Background: an optimization exercise with open tools, aiming at small area, a short achievable clock period and few clock cycles per item. Do not read the settings as production practice.
Function was not checked in any run shown here: the RTL went through the layout flow alone.
Power is estimated from default activity; no workload was simulated.

==> flow/design.v, too long to show whole: its modules and the start of the top module <==
// module mult_16x16: 2237 lines
module mult_16x16 (
  input  logic        clk,
  input  logic        rst_n,
  input  logic        in_valid,
  output logic        in_ready,
  input  logic [15:0] in_a,
  input  logic [15:0] in_b,
  output logic        out_valid,
  input  logic        out_ready,
  output logic [31:0] out_product
);
  // ...
==> flow/flow/run.sh <==
#!/bin/bash
# Own flow: the standard layout (standard.sh), with Yosys's synth run with -noabc so the
# pre-mapping "abc -fast" pass does not run before ORFS extracts full/half adders (it leaves
# the adders with inverted polarity and an inverter on most adder-to-adder nets). The rest of
# synthesis (-nofsm -noshare via synth_recipe.tcl, flatten, rename) and every later step are the
# standard ones. Each tool's output goes to a log file in the work folder.
set -euo pipefail
extra=()
if [[ -f flow/extra.mk ]]; then
  while read -r line; do [[ -n "$line" && "$line" != \#* ]] && extra+=("$line"); done < flow/extra.mk
fi
bash standard.sh SYNTH_ARGS=-noabc "${extra[@]}" finish > standard_flow.log 2>&1
==> flow/flow/extra.mk <==
BUFFER_PORTS_ARGS=-buffer_cell sky130_fd_sc_hd__buf_2
==> flow/standard.sh <==
#!/bin/bash
# synth_recipe.tcl (not shown) runs the flow's synth.tcl, then flattens the netlist and writes it again
# the make line also repeats each setting of config.mk as NAME=value (left out here)
make -C /OpenROAD-flow-scripts/flow DESIGN_CONFIG=/design/flow/config.mk WORK_HOME=/design/flow/orfs CLKGATE_MAP_FILE= SYNTH_SCRIPT=/design/flow/synth_recipe.tcl "${@:-finish}"
==> flow/config.mk <==
export PLATFORM = sky130hd
export DESIGN_NAME = mult_16x16
export DESIGN_NICKNAME = mult_16x16
export VERILOG_FILES = /design/flow/design.v
export SDC_FILE = /design/flow/constraint.sdc
export NUM_CORES = 4
export LEC_CHECK = 0
export CAP_MARGIN = 20
export CORE_MARGIN = 2
export CORE_UTILIZATION = 70
export CTS_BUF_LIST = sky130_fd_sc_hd__clkbuf_4 sky130_fd_sc_hd__clkbuf_8
export GPL_ROUTABILITY_DRIVEN = 0
export SETUP_SLACK_MARGIN = 1.6
export SLEW_MARGIN = 20
==> flow/constraint.sdc <==
create_clock -name core_clock -period 4.0 [get_ports {clk}]
set_input_delay 0.8000 -clock core_clock [delete_from_list [all_inputs] [get_ports {clk}]]
set_output_delay 0.8000 -clock core_clock [all_outputs]
set_load 0.01 [all_outputs]
==> impl_metrics.toml, run 1 <==
[global_route]
top_usage_layer = "met2"
grt_pass1_wl_um = 43300
grt_usage_pct = 30.1
grt_pass1_vias = 7955

[critical_path]
cp.required_ns = 4.25
endpoint_kind = "flip-flop"
crit_path_frequent_cell = "fa_2"
cp_max_fo = 1

[synth]
synth_top_family_by_area = "adder cells"
ys.flop_type = "edfxtp_1"
synthArstFlopShare_pct = 0
post-synth-top-count-cell = "and2_1"
synth_compound_area_share_pct = 2.69
yosys-top-cells-count = "and2_1 (258), fa_1 (198), edfxtp_1 (182)"

[timing]
setup_ws_ns = 1.38
rsz0062_at_grt = "true"
worst_slew_margin_rel_pct = 51.1
hold_viol = 0
worst_slew_pin_slew_ns = 0.733
period_share_pct = 65.6

[cts]
clk_path_buf_depth = 2
clock_latency_ns = 0.49
h-tree-depth = 4
cts_root_buf = "clkbuf_8"
clkTransAtPathRegs_ns = 0.13

[finish]
seq_share_pct = 37.6
seq_cell_count = 185
layout_common_cells = "edfxtp_1 (182), and2_1 (181), fa_2 (140)"
largest_register_ffs = 3
mostFrequentLayoutCell = "edfxtp_1"
multi_input_area_mm2 = 0.00765
regArea_mm2 = 0.00553
n_all_inverters = 5
multi_input_gates = 612

[drt]
drtIter0Drc = 518
routed.top_layer = "met4"
wl_met3_um = 2110

[outcome]
status = "finished clean"

[placed_design]
port_buffers = 69
dpl-instance-area_mm2 = 0.0137

[floorplan]
die_width_um = 139
initial_core_util_pct = 71.3
chipHeight_um = 139

[power]
p_per_area_mw_per_mm2 = 601
swShare_pct = 35.8
==> run 2, diff against run 1 <==
--- a/flow/design.v
+++ b/flow/design.v
@@ -793,345 +793,297 @@
   logic g762;
   logic h763;
   logic g764;
   logic h765;
   logic g766;
   logic h767;
   logic g768;
   logic G770;
-  logic P771;
   logic G772;
-  logic P773;
   logic G774;
-  logic P775;
   logic G776;
-  logic P777;
   logic G778;
-  logic P779;
   logic G780;
-  logic P781;
   logic G782;
-  logic P783;
   logic G784;
-  logic P785;
   logic G786;
-  logic P787;
   logic G788;
-  logic P789;
   logic G790;
-  logic P791;
-  logic G792;
-  logic P793;
-  logic G794;
-  logic P795;
-  logic G796;
-  logic P797;
-  logic G798;
-  logic G800;
-  logic G802;
-  logic P803;
-  logic G804;
-  logic P805;
-  logic G806;
-  logic P807;
-  logic G808;
-  logic P809;
+  logic G791;
+  logic P792;
+  logic G793;
+  logic P794;
+  logic G795;
+  logic P796;
+  logic G797;
+  logic P798;
+  logic G799;
+  logic P800;
+  logic G801;
+  logic P802;
+  logic G803;
+  logic P804;
+  logic G805;
+  logic P806;
+  logic G807;
+  logic P808;
+  logic G809;
   logic G810;
-  logic P811;
-  logic G812;
-  logic P813;
-  logic G814;
-  logic P815;
-  logic G816;
-  logic P817;
-  logic G818;
-  logic P819;
-  logic G820;
-  logic P821;
-  logic G822;
-  logic P823;
-  logic G824;
-  logic P825;
-  logic G826;
-  logic P827;
+  logic G811;
+  logic P812;
+  logic G813;
+  logic P814;
+  logic G815;
+  logic P816;
+  logic G817;
+  logic P818;
+  logic G819;
+  logic P820;
+  logic G821;
+  logic P822;
+  logic G823;
+  logic P824;
+  logic G825;
+  logic P826;
+  logic G827;
   logic G828;
+  logic G829;
   logic G830;
-  logic G832;
-  logic G834;
-  logic G836;
-  logic P837;
-  logic G838;
-  logic P839;
+  logic G831;
+  logic P832;
+  logic G833;
+  logic P834;
+  logic G835;
+  logic P836;
+  logic G837;
+  logic P838;
+  logic G839;
   logic G840;
-  logic P841;
+  logic G841;
   logic G842;
-  logic P843;
+  logic G843;
   logic G844;
-  logic P845;
+  logic G845;
   logic G846;
-  logic P847;
+  logic G847;
   logic G848;
-  logic P849;
+  logic G849;
   logic G850;
-  logic P851;
-  logic G852;
-  logic P853;
-  logic G854;
-  logic P855;
-  logic G856;
-  logic P857;
-  logic G858;
-  logic G860;
-  logic G862;
-  logic G864;
-  logic G866;
-  logic G868;
-  logic G870;
-  logic G872;
-  logic G874;
-  logic P875;
-  logic G876;
-  logic P877;
-  logic G878;
-  logic P879;
-  logic G880;
-  logic P881;
-  logic G882;
-  logic P883;
-  logic G884;
-  logic P885;
-  logic G886;
-  logic P887;
-  logic G888;
-  logic G890;
-  logic G892;
-  logic G894;
-  logic G896;
-  logic G898;
-  logic G900;
-  logic G902;
-  logic G904;
-  logic G906;
-  logic G908;
-  logic G910;
-  logic G912;
-  logic G914;
-  logic G916;
-  logic y918;
-  logic y919;
-  logic y920;
-  logic y921;
-  logic y922;
-  logic y923;
-  logic y924;
-  logic y925;
-  logic y926;
-  logic y927;
-  logic y928;
-  logic y929;
-  logic y930;
-  logic y931;
-  logic y932;
-  logic y933;
-  logic y934;
-  logic y935;
-  logic y936;
-  logic y937;
-  logic y938;
-  logic y939;
-  logic y940;
-  logic y941;
-  logic y942;
-  logic y943;
-  logic y944;
-  logic y945;
-  logic y946;
+  logic y851;
+  logic y852;
+  logic y853;
+  logic y854;
+  logic y855;
+  logic y856;
+  logic y857;
+  logic y858;
+  logic y859;
+  logic y860;
+  logic y861;
+  logic y862;
+  logic y863;
+  logic y864;
+  logic y865;
+  logic y866;
+  logic y867;
+  logic y868;
+  logic y869;
+  logic y870;
+  logic y871;
+  logic y872;
+  logic y873;
+  logic y874;
+  logic y875;
+  logic y876;
+  logic y877;
+  logic y878;
+  logic y879;
   logic pp33_q1;
   logic pp33_q2;
   logic pp33_q3;
-  logic s297_q1;
-  logic s299_q1;
-  logic s305_q1;
-  logic s307_q1;
+  logic pp288_q1;
+  logic pp288_q2;
   logic s315_q1;
   logic s317_q1;
   logic c326_q1;
   logic s327_q1;
   logic c328_q1;
   logic s329_q1;
   logic c330_q1;
   logic s337_q1;
   logic s339_q1;
   logic c340_q1;
   logic s353_q1;
   logic s355_q1;
   logic c356_q1;
   logic s371_q1;
+  logic c372_q1;
   logic s373_q1;
   logic c374_q1;
+  logic s387_q1;
+  logic s389_q1;
   logic s391_q1;
   logic c392_q1;
-  logic s393_q1;
-  logic c394_q1;
   logic s409_q1;
   logic s411_q1;
   logic s413_q1;
   logic c414_q1;
+  logic c418_q2;
+  logic c420_q2;
   logic s433_q1;
   logic s435_q1;
   logic c436_q1;
   logic s437_q1;
   logic c438_q1;
+  logic s441_q2;
   logic s461_q1;
   logic c462_q1;
   logic s463_q1;
   logic c464_q1;
+  logic s469_q2;
+  logic c470_q2;
   logic s483_q1;
   logic s485_q1;
   logic s487_q1;
   logic c488_q1;
   logic s489_q1;
   logic c490_q1;
+  logic s497_q2;
   logic s513_q1;
   logic s515_q1;
+  logic c516_q1;
   logic s517_q1;
   logic c518_q1;
+  logic s523_q2;
+  logic s525_q2;
+  logic c526_q2;
+  logic s537_q1;
+  logic s539_q1;
   logic s541_q1;
   logic c542_q1;
   logic s543_q1;
   logic c544_q1;
-  logic s545_q1;
-  logic c546_q1;
+  logic s551_q2;
+  logic c552_q2;
   logic s567_q1;
   logic c568_q1;
   logic s569_q1;
   logic c570_q1;
+  logic s575_q2;
   logic s587_q1;
   logic s589_q1;
+  logic c590_q1;
   logic s591_q1;
   logic c592_q1;
+  logic s607_q1;
+  logic s609_q1;
   logic s611_q1;
   logic c612_q1;
-  logic s613_q1;
-  logic c614_q1;
+  logic c618_q2;
   logic s629_q1;
   logic c630_q1;
   logic s631_q1;
   logic c632_q1;
+  logic s635_q2;
+  logic c636_q2;
   logic s645_q1;
   logic s647_q1;
   logic c648_q1;
-  logic c652_q2;
+  logic s651_q2;
   logic s657_q1;
   logic s659_q1;
   logic c660_q1;
   logic s661_q1;
   logic c662_q1;
-  logic s665_q2;
   logic s671_q1;
   logic s673_q1;
   logic c674_q1;
   logic s685_q1;
   logic c686_q1;
   logic c688_q2;
   logic s691_q1;
   logic c692_q1;
   logic s693_q1;
   logic c694_q1;
   logic s695_q2;
   logic s699_q1;
-  logic c702_q2;
   logic s705_q1;
-  logic s705_q2;
+  logic c708_q1;
+  logic c708_q2;
   logic h709_q1;
   logic h709_q2;
   logic h709_q3;
+  logic h717_q1;
+  logic g718_q1;
   logic h731_q2;
   logic g732_q2;
-  logic h733_q2;
-  logic h735_q2;
-  logic g736_q2;
-  logic h737_q2;
-  logic g738_q2;
-  logic h739_q2;
-  logic g740_q2;
-  logic h741_q2;
-  logic g742_q2;
-  logic h743_q2;
-  logic g744_q2;
   logic h745_q2;
   logic g746_q2;
   logic h747_q2;
   logic g748_q2;
-  logic h749_q2;
-  logic g750_q2;
-  logic h751_q2;
-  logic g752_q2;
+  logic h753_q2;
+  logic g754_q2;
   logic h755_q2;
-  logic g756_q2;
   logic h757_q2;
   logic g758_q2;
   logic h761_q2;
   logic g762_q2;
+  logic h763_q2;
+  logic g764_q2;
   logic h765_q1;
   logic h765_q2;
   logic g766_q1;
   logic g766_q2;
-  logic h767_q1;
-  logic h767_q2;
-  logic g768_q1;
-  logic g768_q2;
-  logic G780_q2;
-  logic G800_q1;
-  logic G808_q2;
-  logic P809_q2;
-  logic G834_q2;
-  logic G916_q3;
-  logic y918_q1;
-  logic y918_q2;
-  logic y918_q3;
-  logic y919_q1;
-  logic y919_q2;
-  logic y919_q3;
-  logic y920_q2;
-  logic y920_q3;
-  logic y921_q2;
-  logic y921_q3;
-  logic y922_q2;
-  logic y922_q3;
-  logic y923_q2;
-  logic y923_q3;
-  logic y924_q2;
-  logic y924_q3;
-  logic y925_q2;
-  logic y925_q3;
-  logic y926_q2;
-  logic y926_q3;
-  logic y927_q2;
-  logic y927_q3;
-  logic y928_q3;
-  logic y929_q3;
-  logic y930_q3;
-  logic y931_q3;
-  logic y932_q3;
-  logic y933_q3;
-  logic y934_q3;
-  logic y935_q3;
-  logic y936_q3;
-  logic y937_q3;
-  logic y938_q3;
-  logic y939_q3;
-  logic y940_q3;
-  logic y941_q3;
-  logic y942_q3;
-  logic y943_q3;
-  logic y944_q3;
-  logic y945_q3;
-  logic y946_q3;
+  logic G774_q1;
+  logic G788_q2;
+  logic G801_q2;
+  logic G850_q3;
+  logic y851_q1;
+  logic y851_q2;
+  logic y851_q3;
+  logic y852_q1;
+  logic y852_q2;
+  logic y852_q3;
+  logic y853_q1;
+  logic y853_q2;
+  logic y853_q3;
+  logic y854_q2;
+  logic y854_q3;
+  logic y855_q2;
+  logic y855_q3;
+  logic y856_q2;
+  logic y856_q3;
+  logic y857_q2;
+  logic y857_q3;
+  logic y858_q2;
+  logic y858_q3;
+  logic y859_q2;
+  logic y859_q3;
+  logic y860_q2;
+  logic y860_q3;
+  logic y861_q3;
+  logic y862_q3;
+  logic y863_q3;
+  logic y864_q3;
+  logic y865_q3;
+  logic y866_q3;
+  logic y867_q3;
+  logic y868_q3;
+  logic y869_q3;
+  logic y870_q3;
+  logic y871_q3;
+  logic y872_q3;
+  logic y873_q3;
+  logic y874_q3;
+  logic y875_q3;
+  logic y876_q3;
+  logic y877_q3;
+  logic y878_q3;
+  logic y879_q3;
   assign xa1 = in_a[0];
   assign xa2 = in_a[1];
   assign xa3 = in_a[2];
   assign xa4 = in_a[3];
   assign xa5 = in_a[4];
   assign xa6 = in_a[5];
   assign xa7 = in_a[6];
   assign xa8 = in_a[7];
@@ -1514,20 +1466,20 @@
   assign s385 = pp179 ^ pp194 ^ pp209;
   assign c386 = (pp179 & pp194) | (pp179 & pp209) | (pp194 & pp209);
   assign s387 = c362 ^ c364 ^ c366;
   assign c388 = (c362 & c364) | (c362 & c366) | (c364 & c366);
   assign s389 = s379 ^ s381 ^ s383;
   assign c390 = (s379 & s381) | (s379 & s383) | (s381 & s383);
   assign s391 = s385 ^ c368 ^ c370;
   assign c392 = (s385 & c368) | (s385 & c370) | (c368 & c370);
-  assign s393 = s387 ^ s389 ^ c372;
-  assign c394 = (s387 & s389) | (s387 & c372) | (s389 & c372);
-  assign s395 = c374_q1 ^ s391_q1 ^ s393_q1;
-  assign c396 = (c374_q1 & s391_q1) | (c374_q1 & s393_q1) | (s391_q1 & s393_q1);
+  assign s393 = s387_q1 ^ s389_q1 ^ c372_q1;
+  assign c394 = (s387_q1 & s389_q1) | (s387_q1 & c372_q1) | (s389_q1 & c372_q1);
+  assign s395 = c374_q1 ^ s391_q1 ^ s393;
+  assign c396 = (c374_q1 & s391_q1) | (c374_q1 & s393) | (s391_q1 & s393);
   assign s397 = c376 ^ c378;
   assign c398 = c376 & c378;
   assign s399 = pp45 ^ pp60 ^ pp75;
   assign c400 = (pp45 & pp60) | (pp45 & pp75) | (pp60 & pp75);
   assign s401 = pp90 ^ pp105 ^ pp120;
   assign c402 = (pp90 & pp105) | (pp90 & pp120) | (pp105 & pp120);
   assign s403 = pp135 ^ pp150 ^ pp165;
   assign c404 = (pp135 & pp150) | (pp135 & pp165) | (pp150 & pp165);
@@ -1538,18 +1490,18 @@
   assign s409 = c384 ^ c386 ^ s399;
   assign c410 = (c384 & c386) | (c384 & s399) | (c386 & s399);
   assign s411 = s401 ^ s403 ^ s405;
   assign c412 = (s401 & s403) | (s401 & s405) | (s403 & s405);
   assign s413 = c388 ^ c390 ^ s407;
   assign c414 = (c388 & c390) | (c388 & s407) | (c390 & s407);
   assign s415 = s409_q1 ^ s411_q1 ^ c392_q1;
   assign c416 = (s409_q1 & s411_q1) | (s409_q1 & c392_q1) | (s411_q1 & c392_q1);
-  assign s417 = s413_q1 ^ c394_q1 ^ s415;
-  assign c418 = (s413_q1 & c394_q1) | (s413_q1 & s415) | (c394_q1 & s415);
+  assign s417 = s413_q1 ^ c394 ^ s415;
+  assign c418 = (s413_q1 & c394) | (s413_q1 & s415) | (c394 & s415);
   assign s419 = c396 ^ s417;
   assign c420 = c396 & s417;
   assign s421 = pp46 ^ pp61 ^ pp76;
   assign c422 = (pp46 & pp61) | (pp46 & pp76) | (pp61 & pp76);
   assign s423 = pp91 ^ pp106 ^ pp121;
   assign c424 = (pp91 & pp106) | (pp91 & pp121) | (pp106 & pp121);
   assign s425 = pp136 ^ pp151 ^ pp166;
   assign c426 = (pp136 & pp151) | (pp136 & pp166) | (pp151 & pp166);
@@ -1564,18 +1516,18 @@
   assign s435 = s427 ^ c408 ^ c410;
   assign c436 = (s427 & c408) | (s427 & c410) | (c408 & c410);
   assign s437 = c412 ^ s429 ^ s431;
   assign c438 = (c412 & s429) | (c412 & s431) | (s429 & s431);
   assign s439 = s433_q1 ^ c414_q1 ^ s435_q1;
   assign c440 = (s433_q1 & c414_q1) | (s433_q1 & s435_q1) | (c414_q1 & s435_q1);
   assign s441 = s437_q1 ^ c416 ^ s439;
   assign c442 = (s437_q1 & c416) | (s437_q1 & s439) | (c416 & s439);
-  assign s443 = c418 ^ s441;
-  assign c444 = c418 & s441;
+  assign s443 = c418_q2 ^ s441_q2;
+  assign c444 = c418_q2 & s441_q2;
   assign s445 = pp47 ^ pp62 ^ pp77;
   assign c446 = (pp47 & pp62) | (pp47 & pp77) | (pp62 & pp77);
   assign s447 = pp92 ^ pp107 ^ pp122;
   assign c448 = (pp92 & pp107) | (pp92 & pp122) | (pp107 & pp122);
   assign s449 = pp137 ^ pp152 ^ pp167;
   assign c450 = (pp137 & pp152) | (pp137 & pp167) | (pp152 & pp167);
   assign s451 = pp182 ^ pp197 ^ pp212;
   assign c452 = (pp182 & pp197) | (pp182 & pp212) | (pp197 & pp212);
@@ -1666,22 +1618,22 @@
   assign s537 = c502 ^ c504 ^ c506;
   assign c538 = (c502 & c504) | (c502 & c506) | (c504 & c506);
   assign s539 = c508 ^ s527 ^ s529;
   assign c540 = (c508 & s527) | (c508 & s529) | (s527 & s529);
   assign s541 = s531 ^ s533 ^ c510;
   assign c542 = (s531 & s533) | (s531 & c510) | (s533 & c510);
   assign s543 = c512 ^ c514 ^ s535;
   assign c544 = (c512 & c514) | (c512 & s535) | (c514 & s535);
-  assign s545 = s537 ^ s539 ^ c516;
-  assign c546 = (s537 & s539) | (s537 & c516) | (s539 & c516);
+  assign s545 = s537_q1 ^ s539_q1 ^ c516_q1;
+  assign c546 = (s537_q1 & s539_q1) | (s537_q1 & c516_q1) | (s539_q1 & c516_q1);
   assign s547 = s541_q1 ^ c518_q1 ^ s543_q1;
   assign c548 = (s541_q1 & c518_q1) | (s541_q1 & s543_q1) | (c518_q1 & s543_q1);
-  assign s549 = c520 ^ s545_q1 ^ s547;
-  assign c550 = (c520 & s545_q1) | (c520 & s547) | (s545_q1 & s547);
+  assign s549 = c520 ^ s545 ^ s547;
+  assign c550 = (c520 & s545) | (c520 & s547) | (s545 & s547);
   assign s551 = c522 ^ s549 ^ c524;
   assign c552 = (c522 & s549) | (c522 & c524) | (s549 & c524);
   assign s553 = pp96 ^ pp111 ^ pp126;
   assign c554 = (pp96 & pp111) | (pp96 & pp126) | (pp111 & pp126);
   assign s555 = pp141 ^ pp156 ^ pp171;
   assign c556 = (pp141 & pp156) | (pp141 & pp171) | (pp156 & pp171);
   assign s557 = pp186 ^ pp201 ^ pp216;
   assign c558 = (pp186 & pp201) | (pp186 & pp216) | (pp201 & pp216);
@@ -1694,18 +1646,18 @@
   assign s565 = s555 ^ s557 ^ s559;
   assign c566 = (s555 & s557) | (s555 & s559) | (s557 & s559);
   assign s567 = c536 ^ c538 ^ c540;
   assign c568 = (c536 & c538) | (c536 & c540) | (c538 & c540);
   assign s569 = s561 ^ s563 ^ s565;
   assign c570 = (s561 & s563) | (s561 & s565) | (s563 & s565);
   assign s571 = c542_q1 ^ c544_q1 ^ s567_q1;
   assign c572 = (c542_q1 & c544_q1) | (c542_q1 & s567_q1) | (c544_q1 & s567_q1);
-  assign s573 = s569_q1 ^ c546_q1 ^ c548;
-  assign c574 = (s569_q1 & c546_q1) | (s569_q1 & c548) | (c546_q1 & c548);
+  assign s573 = s569_q1 ^ c546 ^ c548;
+  assign c574 = (s569_q1 & c546) | (s569_q1 & c548) | (c546 & c548);
   assign s575 = s571 ^ c550 ^ s573;
   assign c576 = (s571 & c550) | (s571 & s573) | (c550 & s573);
   assign s577 = pp112 ^ pp127 ^ pp142;
   assign c578 = (pp112 & pp127) | (pp112 & pp142) | (pp127 & pp142);
   assign s579 = pp157 ^ pp172 ^ pp187;
   assign c580 = (pp157 & pp172) | (pp157 & pp187) | (pp172 & pp187);
   assign s581 = pp202 ^ pp217 ^ pp232;
   assign c582 = (pp202 & pp217) | (pp202 & pp232) | (pp217 & pp232);
@@ -1734,40 +1686,40 @@
   assign s605 = pp263 ^ pp278 ^ c578;
   assign c606 = (pp263 & pp278) | (pp263 & c578) | (pp278 & c578);
   assign s607 = c580 ^ c582 ^ c584;
   assign c608 = (c580 & c582) | (c580 & c584) | (c582 & c584);
   assign s609 = s599 ^ s601 ^ s603;
   assign c610 = (s599 & s601) | (s599 & s603) | (s601 & s603);
   assign s611 = c586 ^ c588 ^ s605;
   assign c612 = (c586 & c588) | (c586 & s605) | (c588 & s605);
-  assign s613 = s607 ^ s609 ^ c590;
-  assign c614 = (s607 & s609) | (s607 & c590) | (s609 & c590);
+  assign s613 = s607_q1 ^ s609_q1 ^ c590_q1;
+  assign c614 = (s607_q1 & s609_q1) | (s607_q1 & c590_q1) | (s609_q1 & c590_q1);
   assign s615 = c592_q1 ^ s611_q1 ^ c594;
   assign c616 = (c592_q1 & s611_q1) | (c592_q1 & c594) | (s611_q1 & c594);
-  assign s617 = s613_q1 ^ c596 ^ s615;
-  assign c618 = (s613_q1 & c596) | (s613_q1 & s615) | (c596 & s615);
+  assign s617 = s613 ^ c596 ^ s615;
+  assign c618 = (s613 & c596) | (s613 & s615) | (c596 & s615);
   assign s619 = pp144 ^ pp159 ^ pp174;
   assign c620 = (pp144 & pp159) | (pp144 & pp174) | (pp159 & pp174);
   assign s621 = pp189 ^ pp204 ^ pp219;
   assign c622 = (pp189 & pp204) | (pp189 & pp219) | (pp204 & pp219);
   assign s623 = pp234 ^ pp249 ^ pp264;
   assign c624 = (pp234 & pp249) | (pp234 & pp264) | (pp249 & pp264);
   assign s625 = pp279 ^ c600 ^ c602;
   assign c626 = (pp279 & c600) | (pp279 & c602) | (c600 & c602);
   assign s627 = c604 ^ s619 ^ s621;
   assign c628 = (c604 & s619) | (c604 & s621) | (s619 & s621);
   assign s629 = s623 ^ c606 ^ c608;
   assign c630 = (s623 & c606) | (s623 & c608) | (c606 & c608);
   assign s631 = c610 ^ s625 ^ s627;
   assign c632 = (c610 & s625) | (c610 & s627) | (s625 & s627);
   assign s633 = c612_q1 ^ s629_q1 ^ s631_q1;
   assign c634 = (c612_q1 & s629_q1) | (c612_q1 & s631_q1) | (s629_q1 & s631_q1);
-  assign s635 = c614_q1 ^ s633 ^ c616;
-  assign c636 = (c614_q1 & s633) | (c614_q1 & c616) | (s633 & c616);
+  assign s635 = c614 ^ s633 ^ c616;
+  assign c636 = (c614 & s633) | (c614 & c616) | (s633 & c616);
   assign s637 = pp160 ^ pp175 ^ pp190;
   assign c638 = (pp160 & pp175) | (pp160 & pp190) | (pp175 & pp190);
   assign s639 = pp205 ^ pp220 ^ pp235;
   assign c640 = (pp205 & pp220) | (pp205 & pp235) | (pp220 & pp235);
   assign s641 = pp250 ^ pp265 ^ pp280;
   assign c642 = (pp250 & pp265) | (pp250 & pp280) | (pp265 & pp280);
   assign s643 = c620 ^ c622 ^ c624;
   assign c644 = (c620 & c622) | (c620 & c624) | (c622 & c624);
@@ -1836,245 +1788,195 @@
   assign s707 = pp272 ^ pp287 ^ c704;
   assign c708 = (pp272 & pp287) | (pp272 & c704) | (pp287 & c704);
   assign h709 = pp34 ^ pp49;
   assign g710 = pp34 & pp49;
   assign h711 = pp65 ^ s289;
   assign g712 = pp65 & s289;
   assign h713 = s291 ^ s293;
   assign g714 = s291 & s293;
-  assign h715 = s297_q1 ^ s299_q1;
-  assign g716 = s297_q1 & s299_q1;
-  assign h717 = s305_q1 ^ s307_q1;
-  assign g718 = s305_q1 & s307_q1;
+  assign h715 = s297 ^ s299;
+  assign g716 = s297 & s299;
+  assign h717 = s305 ^ s307;
+  assign g718 = s305 & s307;
   assign h719 = s315_q1 ^ s317_q1;
   assign g720 = s315_q1 & s317_q1;
   assign h721 = s327_q1 ^ s329_q1;
   assign g722 = s327_q1 & s329_q1;
   assign h723 = s341 ^ s343;
   assign g724 = s341 & s343;
   assign h725 = s357 ^ s359;
   assign g726 = s357 & s359;
   assign h727 = s375 ^ s377;
   assign g728 = s375 & s377;
   assign h729 = s395 ^ s397;
   assign g730 = s395 & s397;
   assign h731 = c398 ^ s419;
   assign g732 = c398 & s419;
-  assign h733 = c420 ^ s443;
-  assign g734 = c420 & s443;
-  assign h735 = c444 ^ s469;
-  assign g736 = c444 & s469;
-  assign h737 = c470 ^ s497;
-  assign g738 = c470 & s497;
-  assign h739 = s523 ^ s525;
-  assign g740 = s523 & s525;
-  assign h741 = c526 ^ s551;
-  assign g742 = c526 & s551;
-  assign h743 = c552 ^ s575;
-  assign g744 = c552 & s575;
+  assign h733 = c420_q2 ^ s443;
+  assign g734 = c420_q2 & s443;
+  assign h735 = c444 ^ s469_q2;
+  assign g736 = c444 & s469_q2;
+  assign h737 = c470_q2 ^ s497_q2;
+  assign g738 = c470_q2 & s497_q2;
+  assign h739 = s523_q2 ^ s525_q2;
+  assign g740 = s523_q2 & s525_q2;
+  assign h741 = c526_q2 ^ s551_q2;
+  assign g742 = c526_q2 & s551_q2;
+  assign h743 = c552_q2 ^ s575_q2;
+  assign g744 = c552_q2 & s575_q2;
   assign h745 = c576 ^ s597;
   assign g746 = c576 & s597;
   assign h747 = c598 ^ s617;
   assign g748 = c598 & s617;
-  assign h749 = c618 ^ s635;
-  assign g750 = c618 & s635;
-  assign h751 = c636 ^ s651;
-  assign g752 = c636 & s651;
-  assign h753 = c652_q2 ^ s665_q2;
-  assign g754 = c652_q2 & s665_q2;
+  assign h749 = c618_q2 ^ s635_q2;
+  assign g750 = c618_q2 & s635_q2;
+  assign h751 = c636_q2 ^ s651_q2;
+  assign g752 = c636_q2 & s651_q2;
+  assign h753 = c652 ^ s665;
+  assign g754 = c652 & s665;
   assign h755 = c666 ^ s677;
   assign g756 = c666 & s677;
   assign h757 = c678 ^ s687;
   assign g758 = c678 & s687;
   assign h759 = c688_q2 ^ s695_q2;
   assign g760 = c688_q2 & s695_q2;
   assign h761 = c696 ^ s701;
   assign g762 = c696 & s701;
-  assign h763 = c702_q2 ^ s705_q2;
-  assign g764 = c702_q2 & s705_q2;
+  assign h763 = c702 ^ s705_q1;
+  assign g764 = c702 & s705_q1;
   assign h765 = c706 ^ s707;
   assign g766 = c706 & s707;
-  assign h767 = pp288 ^ c708;
-  assign g768 = pp288 & c708;
-  assign G770 = g714 | (h713 & g712);
-  assign P771 = h713 & h711;
-  assign G772 = g718 | (h717 & g716);
-  assign P773 = h717 & h715;
-  assign G774 = g722 | (h721 & g720);
-  assign P775 = h721 & h719;
-  assign G776 = g726 | (h725 & g724);
-  assign P777 = h725 & h723;
-  assign G778 = g730 | (h729 & g728);
-  assign P779 = h729 & h727;
-  assign G780 = g734 | (h733 & g732);
-  assign P781 = h733_q2 & h731_q2;
-  assign G782 = g738_q2 | (h737_q2 & g736_q2);
-  assign P783 = h737_q2 & h735_q2;
-  assign G784 = g742_q2 | (h741_q2 & g740_q2);
-  assign P785 = h741_q2 & h739_q2;
-  assign G786 = g746_q2 | (h745_q2 & g744_q2);
-  assign P787 = h745_q2 & h743_q2;
-  assign G788 = g750_q2 | (h749_q2 & g748_q2);
-  assign P789 = h749_q2 & h747_q2;
-  assign G790 = g754 | (h753 & g752_q2);
-  assign P791 = h753 & h751_q2;
-  assign G792 = g758_q2 | (h757_q2 & g756_q2);
-  assign P793 = h757_q2 & h755_q2;
-  assign G794 = g762_q2 | (h761_q2 & g760);
-  assign P795 = h761_q2 & h759;
-  assign G796 = g766_q2 | (h765_q2 & g764);
-  assign P797 = h765_q2 & h763;
-  assign G798 = g712 | (h711 & g710);
-  assign G800 = G770 | (P771 & g710);
-  assign G802 = g720 | (h719 & G772);
-  assign P803 = h719 & P773;
-  assign G804 = G774 | (P775 & G772);
-  assign P805 = P775 & P773;
-  assign G806 = g728 | (h727 & G776);
-  assign P807 = h727 & P777;
-  assign G808 = G778 | (P779 & G776);
-  assign P809 = P779 & P777;
-  assign G810 = g736_q2 | (h735_q2 & G780_q2);
-  assign P811 = h735_q2 & P781;
-  assign G812 = G782 | (P783 & G780_q2);
-  assign P813 = P783 & P781;
-  assign G814 = g744_q2 | (h743_q2 & G784);
-  assign P815 = h743_q2 & P785;
-  assign G816 = G786 | (P787 & G784);
-  assign P817 = P787 & P785;
-  assign G818 = g752_q2 | (h751_q2 & G788);
-  assign P819 = h751_q2 & P789;
-  assign G820 = G790 | (P791 & G788);
-  assign P821 = P791 & P789;
-  assign G822 = g760 | (h759 & G792);
-  assign P823 = h759 & P793;
-  assign G824 = G794 | (P795 & G792);
-  assign P825 = P795 & P793;
-  assign G826 = g768_q2 | (h767_q2 & G796);
-  assign P827 = h767_q2 & P797;
-  assign G828 = g716 | (h715 & G800_q1);
-  assign G830 = G772 | (P773 & G800_q1);
-  assign G832 = G802 | (P803 & G800_q1);
-  assign G834 = G804 | (P805 & G800_q1);
-  assign G836 = g732_q2 | (h731_q2 & G808_q2);
-  assign P837 = h731_q2 & P809_q2;
-  assign G838 = G780_q2 | (P781 & G808_q2);
-  assign P839 = P781 & P809_q2;
-  assign G840 = G810 | (P811 & G808_q2);
-  assign P841 = P811 & P809_q2;
-  assign G842 = G812 | (P813 & G808_q2);
-  assign P843 = P813 & P809_q2;
-  assign G844 = g748_q2 | (h747_q2 & G816);
-  assign P845 = h747_q2 & P817;
-  assign G846 = G788 | (P789 & G816);
-  assign P847 = P789 & P817;
-  assign G848 = G818 | (P819 & G816);
-  assign P849 = P819 & P817;
-  assign G850 = G820 | (P821 & G816);
-  assign P851 = P821 & P817;
-  assign G852 = g764 | (h763 & G824);
-  assign P853 = h763 & P825;
-  assign G854 = G796 | (P797 & G824);
-  assign P855 = P797 & P825;
-  assign G856 = G826 | (P827 & G824);
-  assign P857 = P827 & P825;
-  assign G858 = g724 | (h723 & G834);
-  assign G860 = G776 | (P777 & G834);
-  assign G862 = G806 | (P807 & G834);
-  assign G864 = G808_q2 | (P809_q2 & G834_q2);
-  assign G866 = G836 | (P837 & G834_q2);
-  assign G868 = G838 | (P839 & G834_q2);
-  assign G870 = G840 | (P841 & G834_q2);
-  assign G872 = G842 | (P843 & G834_q2);
-  assign G874 = g756_q2 | (h755_q2 & G850);
-  assign P875 = h755_q2 & P851;
-  assign G876 = G792 | (P793 & G850);
-  assign P877 = P793 & P851;
-  assign G878 = G822 | (P823 & G850);
-  assign P879 = P823 & P851;
-  assign G880 = G824 | (P825 & G850);
-  assign P881 = P825 & P851;
-  assign G882 = G852 | (P853 & G850);
-  assign P883 = P853 & P851;
-  assign G884 = G854 | (P855 & G850);
-  assign P885 = P855 & P851;
-  assign G886 = G856 | (P857 & G850);
-  assign P887 = P857 & P851;
-  assign G888 = g740_q2 | (h739_q2 & G872);
-  assign G890 = G784 | (P785 & G872);
-  assign G892 = G814 | (P815 & G872);
-  assign G894 = G816 | (P817 & G872);
-  assign G896 = G844 | (P845 & G872);
-  assign G898 = G846 | (P847 & G872);
-  assign G900 = G848 | (P849 & G872);
-  assign G902 = G850 | (P851 & G872);
-  assign G904 = G874 | (P875 & G872);
-  assign G906 = G876 | (P877 & G872);
-  assign G908 = G878 | (P879 & G872);
-  assign G910 = G880 | (P881 & G872);
-  assign G912 = G882 | (P883 & G872);
-  assign G914 = G884 | (P885 & G872);
-  assign G916 = G886 | (P887 & G872);
-  assign y918 = h711 ^ g710;
-  assign y919 = h713 ^ G798;
-  assign y920 = h715 ^ G800_q1;
-  assign y921 = h717 ^ G828;
-  assign y922 = h719 ^ G830;
-  assign y923 = h721 ^ G832;
-  assign y924 = h723 ^ G834;
-  assign y925 = h725 ^ G858;
-  assign y926 = h727 ^ G860;
-  assign y927 = h729 ^ G862;
-  assign y928 = h731_q2 ^ G864;
-  assign y929 = h733_q2 ^ G866;
-  assign y930 = h735_q2 ^ G868;
-  assign y931 = h737_q2 ^ G870;
-  assign y932 = h739_q2 ^ G872;
-  assign y933 = h741_q2 ^ G888;
-  assign y934 = h743_q2 ^ G890;
-  assign y935 = h745_q2 ^ G892;
-  assign y936 = h747_q2 ^ G894;
-  assign y937 = h749_q2 ^ G896;
-  assign y938 = h751_q2 ^ G898;
-  assign y939 = h753 ^ G900;
-  assign y940 = h755_q2 ^ G902;
-  assign y941 = h757_q2 ^ G904;
-  assign y942 = h759 ^ G906;
-  assign y943 = h761_q2 ^ G908;
-  assign y944 = h763 ^ G910;
-  assign y945 = h765_q2 ^ G912;
-  assign y946 = h767_q2 ^ G914;
+  assign h767 = pp288_q2 ^ c708_q2;
+  assign g768 = pp288_q2 & c708_q2;
+  assign G770 = g712 | (h711 & g710);
+  assign G772 = g714 | (h713 & G770);
+  assign G774 = g716 | (h715 & G772);
+  assign G776 = g718_q1 | (h717_q1 & G774_q1);
+  assign G778 = g720 | (h719 & G776);
+  assign G780 = g722 | (h721 & G778);
+  assign G782 = g724 | (h723 & G780);
+  assign G784 = g726 | (h725 & G782);
+  assign G786 = g728 | (h727 & G784);
+  assign G788 = g730 | (h729 & G786);
+  assign G790 = g732_q2 | (h731_q2 & G788_q2);
+  assign G791 = g736 | (h735 & g734);
+  assign P792 = h735 & h733;
+  assign G793 = g740 | (h739 & g738);
+  assign P794 = h739 & h737;
+  assign G795 = g744 | (h743 & g742);
+  assign P796 = h743 & h741;
+  assign G797 = g748_q2 | (h747_q2 & g746_q2);
+  assign P798 = h747_q2 & h745_q2;
+  assign G799 = g752 | (h751 & g750);
+  assign P800 = h751 & h749;
+  assign G801 = g756 | (h755 & g754);
+  assign P802 = h755_q2 & h753_q2;
+  assign G803 = g760 | (h759 & g758_q2);
+  assign P804 = h759 & h757_q2;
+  assign G805 = g764_q2 | (h763_q2 & g762_q2);
+  assign P806 = h763_q2 & h761_q2;
+  assign G807 = g768 | (h767 & g766_q2);
+  assign P808 = h767 & h765_q2;
+  assign G809 = g734 | (h733 & G790);
+  assign G810 = G791 | (P792 & G790);
+  assign G811 = g742 | (h741 & G793);
+  assign P812 = h741 & P794;
+  assign G813 = G795 | (P796 & G793);
+  assign P814 = P796 & P794;
+  assign G815 = g750 | (h749 & G797);
+  assign P816 = h749 & P798;
+  assign G817 = G799 | (P800 & G797);
+  assign P818 = P800 & P798;
+  assign G819 = g758_q2 | (h757_q2 & G801_q2);
+  assign P820 = h757_q2 & P802;
+  assign G821 = G803 | (P804 & G801_q2);
+  assign P822 = P804 & P802;
+  assign G823 = g766_q2 | (h765_q2 & G805);
+  assign P824 = h765_q2 & P806;
+  assign G825 = G807 | (P808 & G805);
+  assign P826 = P808 & P806;
+  assign G827 = g738 | (h737 & G810);
+  assign G828 = G793 | (P794 & G810);
+  assign G829 = G811 | (P812 & G810);
+  assign G830 = G813 | (P814 & G810);
+  assign G831 = g754_q2 | (h753_q2 & G817);
+  assign P832 = h753_q2 & P818;
+  assign G833 = G801_q2 | (P802 & G817);
+  assign P834 = P802 & P818;
+  assign G835 = G819 | (P820 & G817);
+  assign P836 = P820 & P818;
+  assign G837 = G821 | (P822 & G817);
+  assign P838 = P822 & P818;
+  assign G839 = g746_q2 | (h745_q2 & G830);
+  assign G840 = G797 | (P798 & G830);
+  assign G841 = G815 | (P816 & G830);
+  assign G842 = G817 | (P818 & G830);
+  assign G843 = G831 | (P832 & G830);
+  assign G844 = G833 | (P834 & G830);
+  assign G845 = G835 | (P836 & G830);
+  assign G846 = G837 | (P838 & G830);
+  assign G847 = g762_q2 | (h761_q2 & G846);
+  assign G848 = G805 | (P806 & G846);
+  assign G849 = G823 | (P824 & G846);
+  assign G850 = G825 | (P826 & G846);
+  assign y851 = h711 ^ g710;
+  assign y852 = h713 ^ G770;
+  assign y853 = h715 ^ G772;
+  assign y854 = h717_q1 ^ G774_q1;
+  assign y855 = h719 ^ G776;
+  assign y856 = h721 ^ G778;
+  assign y857 = h723 ^ G780;
+  assign y858 = h725 ^ G782;
+  assign y859 = h727 ^ G784;
+  assign y860 = h729 ^ G786;
+  assign y861 = h731_q2 ^ G788_q2;
+  assign y862 = h733 ^ G790;
+  assign y863 = h735 ^ G809;
+  assign y864 = h737 ^ G810;
+  assign y865 = h739 ^ G827;
+  assign y866 = h741 ^ G828;
+  assign y867 = h743 ^ G829;
+  assign y868 = h745_q2 ^ G830;
+  assign y869 = h747_q2 ^ G839;
+  assign y870 = h749 ^ G840;
+  assign y871 = h751 ^ G841;
+  assign y872 = h753_q2 ^ G842;
+  assign y873 = h755_q2 ^ G843;
+  assign y874 = h757_q2 ^ G844;
+  assign y875 = h759 ^ G845;
+  assign y876 = h761_q2 ^ G846;
+  assign y877 = h763_q2 ^ G847;
+  assign y878 = h765_q2 ^ G848;
+  assign y879 = h767 ^ G849;
   always_ff @(posedge clk) begin
     if (ld[0]) begin
       pp33_q1 <= pp33;
-      s297_q1 <= s297;
-      s299_q1 <= s299;
-      s305_q1 <= s305;
-      s307_q1 <= s307;
+      pp288_q1 <= pp288;
       s315_q1 <= s315;
       s317_q1 <= s317;
       c326_q1 <= c326;
       s327_q1 <= s327;
       c328_q1 <= c328;
       s329_q1 <= s329;
       c330_q1 <= c330;
       s337_q1 <= s337;
       s339_q1 <= s339;
       c340_q1 <= c340;
       s353_q1 <= s353;
       s355_q1 <= s355;
       c356_q1 <= c356;
       s371_q1 <= s371;
+      c372_q1 <= c372;
       s373_q1 <= s373;
       c374_q1 <= c374;
+      s387_q1 <= s387;
+      s389_q1 <= s389;
       s391_q1 <= s391;
       c392_q1 <= c392;
-      s393_q1 <= s393;
-      c394_q1 <= c394;
       s409_q1 <= s409;
       s411_q1 <= s411;
       s413_q1 <= s413;
       c414_q1 <= c414;
       s433_q1 <= s433;
       s435_q1 <= s435;
       c436_q1 <= c436;
       s437_q1 <= s437;
@@ -2086,36 +1988,38 @@
       s483_q1 <= s483;
       s485_q1 <= s485;
       s487_q1 <= s487;
       c488_q1 <= c488;
       s489_q1 <= s489;
       c490_q1 <= c490;
       s513_q1 <= s513;
       s515_q1 <= s515;
+      c516_q1 <= c516;
       s517_q1 <= s517;
       c518_q1 <= c518;
+      s537_q1 <= s537;
+      s539_q1 <= s539;
       s541_q1 <= s541;
       c542_q1 <= c542;
       s543_q1 <= s543;
       c544_q1 <= c544;
-      s545_q1 <= s545;
-      c546_q1 <= c546;
       s567_q1 <= s567;
       c568_q1 <= c568;
       s569_q1 <= s569;
       c570_q1 <= c570;
       s587_q1 <= s587;
       s589_q1 <= s589;
+      c590_q1 <= c590;
       s591_q1 <= s591;
       c592_q1 <= c592;
+      s607_q1 <= s607;
+      s609_q1 <= s609;
       s611_q1 <= s611;
       c612_q1 <= c612;
-      s613_q1 <= s613;
-      c614_q1 <= c614;
       s629_q1 <= s629;
       c630_q1 <= c630;
       s631_q1 <= s631;
       c632_q1 <= c632;
       s645_q1 <= s645;
       s647_q1 <= s647;
       c648_q1 <= c648;
       s657_q1 <= s657;
@@ -2129,113 +2033,113 @@
       s685_q1 <= s685;
       c686_q1 <= c686;
       s691_q1 <= s691;
       c692_q1 <= c692;
       s693_q1 <= s693;
       c694_q1 <= c694;
       s699_q1 <= s699;
       s705_q1 <= s705;
+      c708_q1 <= c708;
       h709_q1 <= h709;
+      h717_q1 <= h717;
+      g718_q1 <= g718;
       h765_q1 <= h765;
       g766_q1 <= g766;
-      h767_q1 <= h767;
-      g768_q1 <= g768;
-      G800_q1 <= G800;
-      y918_q1 <= y918;
-      y919_q1 <= y919;
+      G774_q1 <= G774;
+      y851_q1 <= y851;
+      y852_q1 <= y852;
+      y853_q1 <= y853;
     end
   end
   always_ff @(posedge clk) begin
     if (ld[1]) begin
       pp33_q2 <= pp33_q1;
-      c652_q2 <= c652;
-      s665_q2 <= s665;
+      pp288_q2 <= pp288_q1;
+      c418_q2 <= c418;
+      c420_q2 <= c420;
+      s441_q2 <= s441;
+      s469_q2 <= s469;
+      c470_q2 <= c470;
+      s497_q2 <= s497;
+      s523_q2 <= s523;
+      s525_q2 <= s525;
+      c526_q2 <= c526;
+      s551_q2 <= s551;
+      c552_q2 <= c552;
+      s575_q2 <= s575;
+      c618_q2 <= c618;
+      s635_q2 <= s635;
+      c636_q2 <= c636;
+      s651_q2 <= s651;
       c688_q2 <= c688;
       s695_q2 <= s695;
-      c702_q2 <= c702;
-      s705_q2 <= s705_q1;
+      c708_q2 <= c708_q1;
       h709_q2 <= h709_q1;
       h731_q2 <= h731;
       g732_q2 <= g732;
-      h733_q2 <= h733;
-      h735_q2 <= h735;
-      g736_q2 <= g736;
-      h737_q2 <= h737;
-      g738_q2 <= g738;
-      h739_q2 <= h739;
-      g740_q2 <= g740;
-      h741_q2 <= h741;
-      g742_q2 <= g742;
-      h743_q2 <= h743;
-      g744_q2 <= g744;
       h745_q2 <= h745;
       g746_q2 <= g746;
       h747_q2 <= h747;
       g748_q2 <= g748;
-      h749_q2 <= h749;
-      g750_q2 <= g750;
-      h751_q2 <= h751;
-      g752_q2 <= g752;
+      h753_q2 <= h753;
+      g754_q2 <= g754;
       h755_q2 <= h755;
-      g756_q2 <= g756;
       h757_q2 <= h757;
       g758_q2 <= g758;
       h761_q2 <= h761;
       g762_q2 <= g762;
+      h763_q2 <= h763;
+      g764_q2 <= g764;
       h765_q2 <= h765_q1;
       g766_q2 <= g766_q1;
-      h767_q2 <= h767_q1;
-      g768_q2 <= g768_q1;
-      G780_q2 <= G780;
-      G808_q2 <= G808;
-      P809_q2 <= P809;
-      G834_q2 <= G834;
-      y918_q2 <= y918_q1;
-      y919_q2 <= y919_q1;
-      y920_q2 <= y920;
-      y921_q2 <= y921;
-      y922_q2 <= y922;
-      y923_q2 <= y923;
-      y924_q2 <= y924;
-      y925_q2 <= y925;
-      y926_q2 <= y926;
-      y927_q2 <= y927;
+      G788_q2 <= G788;
+      G801_q2 <= G801;
+      y851_q2 <= y851_q1;
+      y852_q2 <= y852_q1;
+      y853_q2 <= y853_q1;
+      y854_q2 <= y854;
+      y855_q2 <= y855;
+      y856_q2 <= y856;
+      y857_q2 <= y857;
+      y858_q2 <= y858;
+      y859_q2 <= y859;
+      y860_q2 <= y860;
     end
   end
   always_ff @(posedge clk) begin
     if (ld[2]) begin
       pp33_q3 <= pp33_q2;
       h709_q3 <= h709_q2;
-      G916_q3 <= G916;
-      y918_q3 <= y918_q2;
-      y919_q3 <= y919_q2;
-      y920_q3 <= y920_q2;
-      y921_q3 <= y921_q2;
-      y922_q3 <= y922_q2;
-      y923_q3 <= y923_q2;
-      y924_q3 <= y924_q2;
-      y925_q3 <= y925_q2;
-      y926_q3 <= y926_q2;
-      y927_q3 <= y927_q2;
-      y928_q3 <= y928;
-      y929_q3 <= y929;
-      y930_q3 <= y930;
-      y931_q3 <= y931;
-      y932_q3 <= y932;
-      y933_q3 <= y933;
-      y934_q3 <= y934;
-      y935_q3 <= y935;
-      y936_q3 <= y936;
-      y937_q3 <= y937;
-      y938_q3 <= y938;
-      y939_q3 <= y939;
-      y940_q3 <= y940;
-      y941_q3 <= y941;
-      y942_q3 <= y942;
-      y943_q3 <= y943;
-      y944_q3 <= y944;
-      y945_q3 <= y945;
-      y946_q3 <= y946;
+      G850_q3 <= G850;
+      y851_q3 <= y851_q2;
+      y852_q3 <= y852_q2;
+      y853_q3 <= y853_q2;
+      y854_q3 <= y854_q2;
+      y855_q3 <= y855_q2;
+      y856_q3 <= y856_q2;
+      y857_q3 <= y857_q2;
+      y858_q3 <= y858_q2;
+      y859_q3 <= y859_q2;
+      y860_q3 <= y860_q2;
+      y861_q3 <= y861;
+      y862_q3 <= y862;
+      y863_q3 <= y863;
+      y864_q3 <= y864;
+      y865_q3 <= y865;
+      y866_q3 <= y866;
+      y867_q3 <= y867;
+      y868_q3 <= y868;
+      y869_q3 <= y869;
+      y870_q3 <= y870;
+      y871_q3 <= y871;
+      y872_q3 <= y872;
+      y873_q3 <= y873;
+      y874_q3 <= y874;
+      y875_q3 <= y875;
+      y876_q3 <= y876;
+      y877_q3 <= y877;
+      y878_q3 <= y878;
+      y879_q3 <= y879;
     end
   end
-  assign out_product = {G916_q3, y946_q3, y945_q3, y944_q3, y943_q3, y942_q3, y941_q3, y940_q3, y939_q3, y938_q3, y937_q3, y936_q3, y935_q3, y934_q3, y933_q3, y932_q3, y931_q3, y930_q3, y929_q3, y928_q3, y927_q3, y926_q3, y925_q3, y924_q3, y923_q3, y922_q3, y921_q3, y920_q3, y919_q3, y918_q3, h709_q3, pp33_q3};
+  assign out_product = {G850_q3, y879_q3, y878_q3, y877_q3, y876_q3, y875_q3, y874_q3, y873_q3, y872_q3, y871_q3, y870_q3, y869_q3, y868_q3, y867_q3, y866_q3, y865_q3, y864_q3, y863_q3, y862_q3, y861_q3, y860_q3, y859_q3, y858_q3, y857_q3, y856_q3, y855_q3, y854_q3, y853_q3, y852_q3, y851_q3, h709_q3, pp33_q3};
 endmodule
==> flow/config.mk (replaced) <==
export PLATFORM = sky130hd
export DESIGN_NAME = mult_16x16
export DESIGN_NICKNAME = mult_16x16
export VERILOG_FILES = /design/flow/design.v
export SDC_FILE = /design/flow/constraint.sdc
export NUM_CORES = 4
export LEC_CHECK = 0
export CAP_MARGIN = 20
export CORE_MARGIN = 2
export CORE_UTILIZATION = 70
export CTS_BUF_LIST = sky130_fd_sc_hd__clkbuf_4 sky130_fd_sc_hd__clkbuf_8
export SETUP_SLACK_MARGIN = 1.6
export SLEW_MARGIN = 20
removed: flow/flow/extra.mk
==> impl_metrics.toml, run 2 <==
[critical_path]
r2r_end = "y860_q2"
worstSetupEndpoint = "y860_q2"
reg2reg_from = "h717_q1"
cp.arrival_ns = 3.50
endpoint_kind = "flip-flop"
startpoint_type = "flip-flop"
cp_max_fo = 1
cp.required_ns = 4.23
path_class = "flip-flop to flip-flop"
worst-r2r-setup-slack_ns = 0.73
worst_r2r_path_depth = 8
worstSetupStartpoint = "h717_q1"

[synth]
netlist_instances = 850
yosysTopAreaCell = "edfxtp_1"
ys.flop_type = "edfxtp_1"
synth_seq_cells = 185
yosys-top-cells-count = "and2_1 (256), fa_1 (206), edfxtp_1 (182)"
syn_area_mm2 = 0.0127
synth_enable_flop_cells = 182
syn_area_per_cell_um2 = 15.0
synth_top_area_share_pct = 42.9
ys_warn_count = 1
synthArstFlopShare_pct = 0
ys_seq_area_share_pct = 43.4
ys_types = 38
post-synth-top-count-cell = "and2_1"
yosys-top-cells-area = "edfxtp_1 (43%), fa_1 (32%), and2_1 (13%)"
syn_nets = 1132

[power]
ir_worst_vdd_mv = 0.497
combPwrFrac_pct = 44.4
internal_power_uw = 5560
power.share.sequential_pct = 41.3
leakage_uw = 0.00585
p_sw_uw = 3050
p_per_area_mw_per_mm2 = 578
clkPwrFrac_pct = 14.3
swShare_pct = 35.4

[timing]
worst_slew_pin_slew_ns = 0.647
slew_viol_final = 0
setup-tns-final_ns = 0
period_share_pct = 81.8
rsz0062_at_grt = "true"
worst_slew_margin_rel_pct = 56.9
hold_viol = 0
post-route-min-period_ns = 3.27
max_freq_mhz = 306
clock_skew_ns = 0.0143
setup_viol = 0

[floorplan]
rows = 49
pin_count = 70
core_area_mm2 = 0.0179
chipHeight_um = 139
initial_core_util_pct = 71.1
die_width_um = 139
dieArea_mm2 = 0.0193

[cts]
h-tree-depth = 4
postCtsHoldBufs = 0
clock-sinks = 185
cts_tree = "done"
cts_root_buf = "clkbuf_8"
clk_path_buf_depth = 2
cts_buffers = 17
clkTransAtPathRegs_ns = 0.11
clock_latency_ns = 0.47

[finish]
syn_to_final_growth_pct = 17.0
largest-register = "v"
nets = 1195
largest_register_ffs = 3
diodes = 0
layout-drive-gt1-share_pct = 38.0
mostFrequentLayoutCell = "and2_1"
design_area_mm2 = 0.0149
layout_common_cells = "and2_1 (192), edfxtp_1 (182), fa_2 (151)"
final_cells = 1155

[drt]
drtIter0Drc = 559
drc_errors = 0
via_count = 7171
finalWirelength_um = 29200
wl_per_cell_um = 25.3
dr.pass1.iters = 6
vias_per_cell = 6.21
ant_nets = 0

[global_route]
grt_max_degree = 101
antenna_found_initial = 1
grt_overflow = 0
grt_usage_pct = 31.8
grt_pass1_vias = 7977
grt_pass1_wl_um = 45200

[outcome]
status = "finished clean"

[placed_design]
dpl-instance-area_mm2 = 0.0140
place_congestion = 0.872
place_hpwl_um = 20100
port_buffers = 69
dp.cells = 1100

[hold_path]
holdCritPathClass = "flip-flop to flip-flop"

[job]
drv_cap = 0
run 2: cell types whose count changed in the layout (fill, tap and decap cells not counted), moves of 7 or more:
cell	delta
xnor2_1	-7
buf_6	+16
a21o_1	-8
and2_1	+11
clkdlybuf4s50_1	+35
and2_4	-13
buf_12	-7
buf_2	-38
buf_4	+19
fa_2	+11
run 2: worst max-delay path: stages, from the launching register on:
cell	delay, ns
edfxtp_1	0.39
ha_2	0.19
or2_4	0.22
fa_2	0.35
fa_2	0.35
fa_2	0.34
fa_2	0.35
fa_2	0.41
fa_2	0.42
run 2: logic make-up (layout without fill, tap and decap cells):
kind of cell,count (synthesis),count (layout),synth area share [%]
flops,185,185,43.4
compound gates,38,38,2.17
simple gates,302,302,14.5
xor+xnor,8,8,0.550
buf+inv,71,147,3.04
fa+ha+maj,246,246,36.3
run 2: worst min-delay path by stage:
| stage | depth (start not counted) | from | slack [ns] | end |
|---|---|---|---|---|
| 2_1_floorplan | 0 | c708_q1 | 0.40 | c708_q2 |
| 3_3_place_gp | 0 | y854_q2 | 0.40 | y854_q3 |
| 3_5_place_dp | 0 | y855_q2 | 0.40 | y855_q3 |
| 4_1_cts | 0 | y855_q2 | 0.43 | y855_q3 |
| 5_1_grt | 0 | h709_q2 | 0.44 | h709_q3 |
| 6_report | 0 | pp33_q1 | 0.42 | pp33_q2 |
run 2: final cells by class:
class                      instances  area (um^2)
multi-input combinational        594         7560
timing repair buffer             108         1090
fill                             891         3010
clock inverter                    14          158
sequential                       185         5530
tap                              229          287
clock buffer                      18          241
inverter                           7         26.3
run 2: power by group through the flow:
stage	clock network (uW)	logic [uW]	registers [uW]
3_3_place_gp	0	3130	3510
6_report	1230	3820	3550
2_1_floorplan	0	2280	3450
5_1_grt	1330	4180	3620
4_1_cts	1250	3690	3540
3_5_place_dp	0	3480	3570
run 2: metrics by stage:
step	setup slack, ns	total power, uW	hold slack (ns)	utilization, %
global route	0.653	9120	0.440	83.2
finish	0.727	8610	0.423	83.2
detailed placement	0.238	7050	0.405	78.4
CTS	0.741	8480	0.428	81.9
global placement	0.312	6640	0.404	78.4
floorplan	0.905	5730	0.400	-
run 2: routing by layer:
layer | up-vias | global-route usage (%) | part of all wire, %
li1 | 2934 | - | -
met2 | 389 | 50.6 | 49
met1 | 3782 | 44.6 | 39
met5 | - | 0 | 0
met3 | 66 | 7.46 | 8.7
met4 | 0 | 10.6 | 2.6
run 2: repair_timing:
action	in CTS	in global routing
gates resized for setup	246	44
endpoints found under the setup margin	113	33
gates cloned	4	0
pin swaps	35	32
setup buffers	16	3

-- static timing again, ports no longer ideal --
The flow's constraints put no driver on any port. The routed layouts listed below were extracted and timed again, unchanged, in two steps. Step 1: set_driving_cell puts a clkbuf_16 on clk and a buf_2 on each other input, an assumption about the parent block. Step 2 adds t to the input delays and takes it off the output delays; t is the mean of the earliest and latest rising clock arrival at the registers after step 1. Input paths then give back, and output paths get back, about the clock's delay inside the block. Three values: no drivers, after step 1, after step 2; two values: the first two.
| run | t, ns | slack for setup (ns) | worst setup path at the end | pins driven straight from the clock port |
|---|---|---|---|---|
| run 1 | 0.520 | 1.375 / 1.375 / 1.000 | input to register | 1 |
| run 2 | 0.505 | 0.727 / 0.727 / 0.727 | register to register | 1 |
After both steps every run listed still meets setup and hold. The setup slack of run 1, which loses most, moves by 0.000 ns with the drivers and by -0.375 ns with both steps.
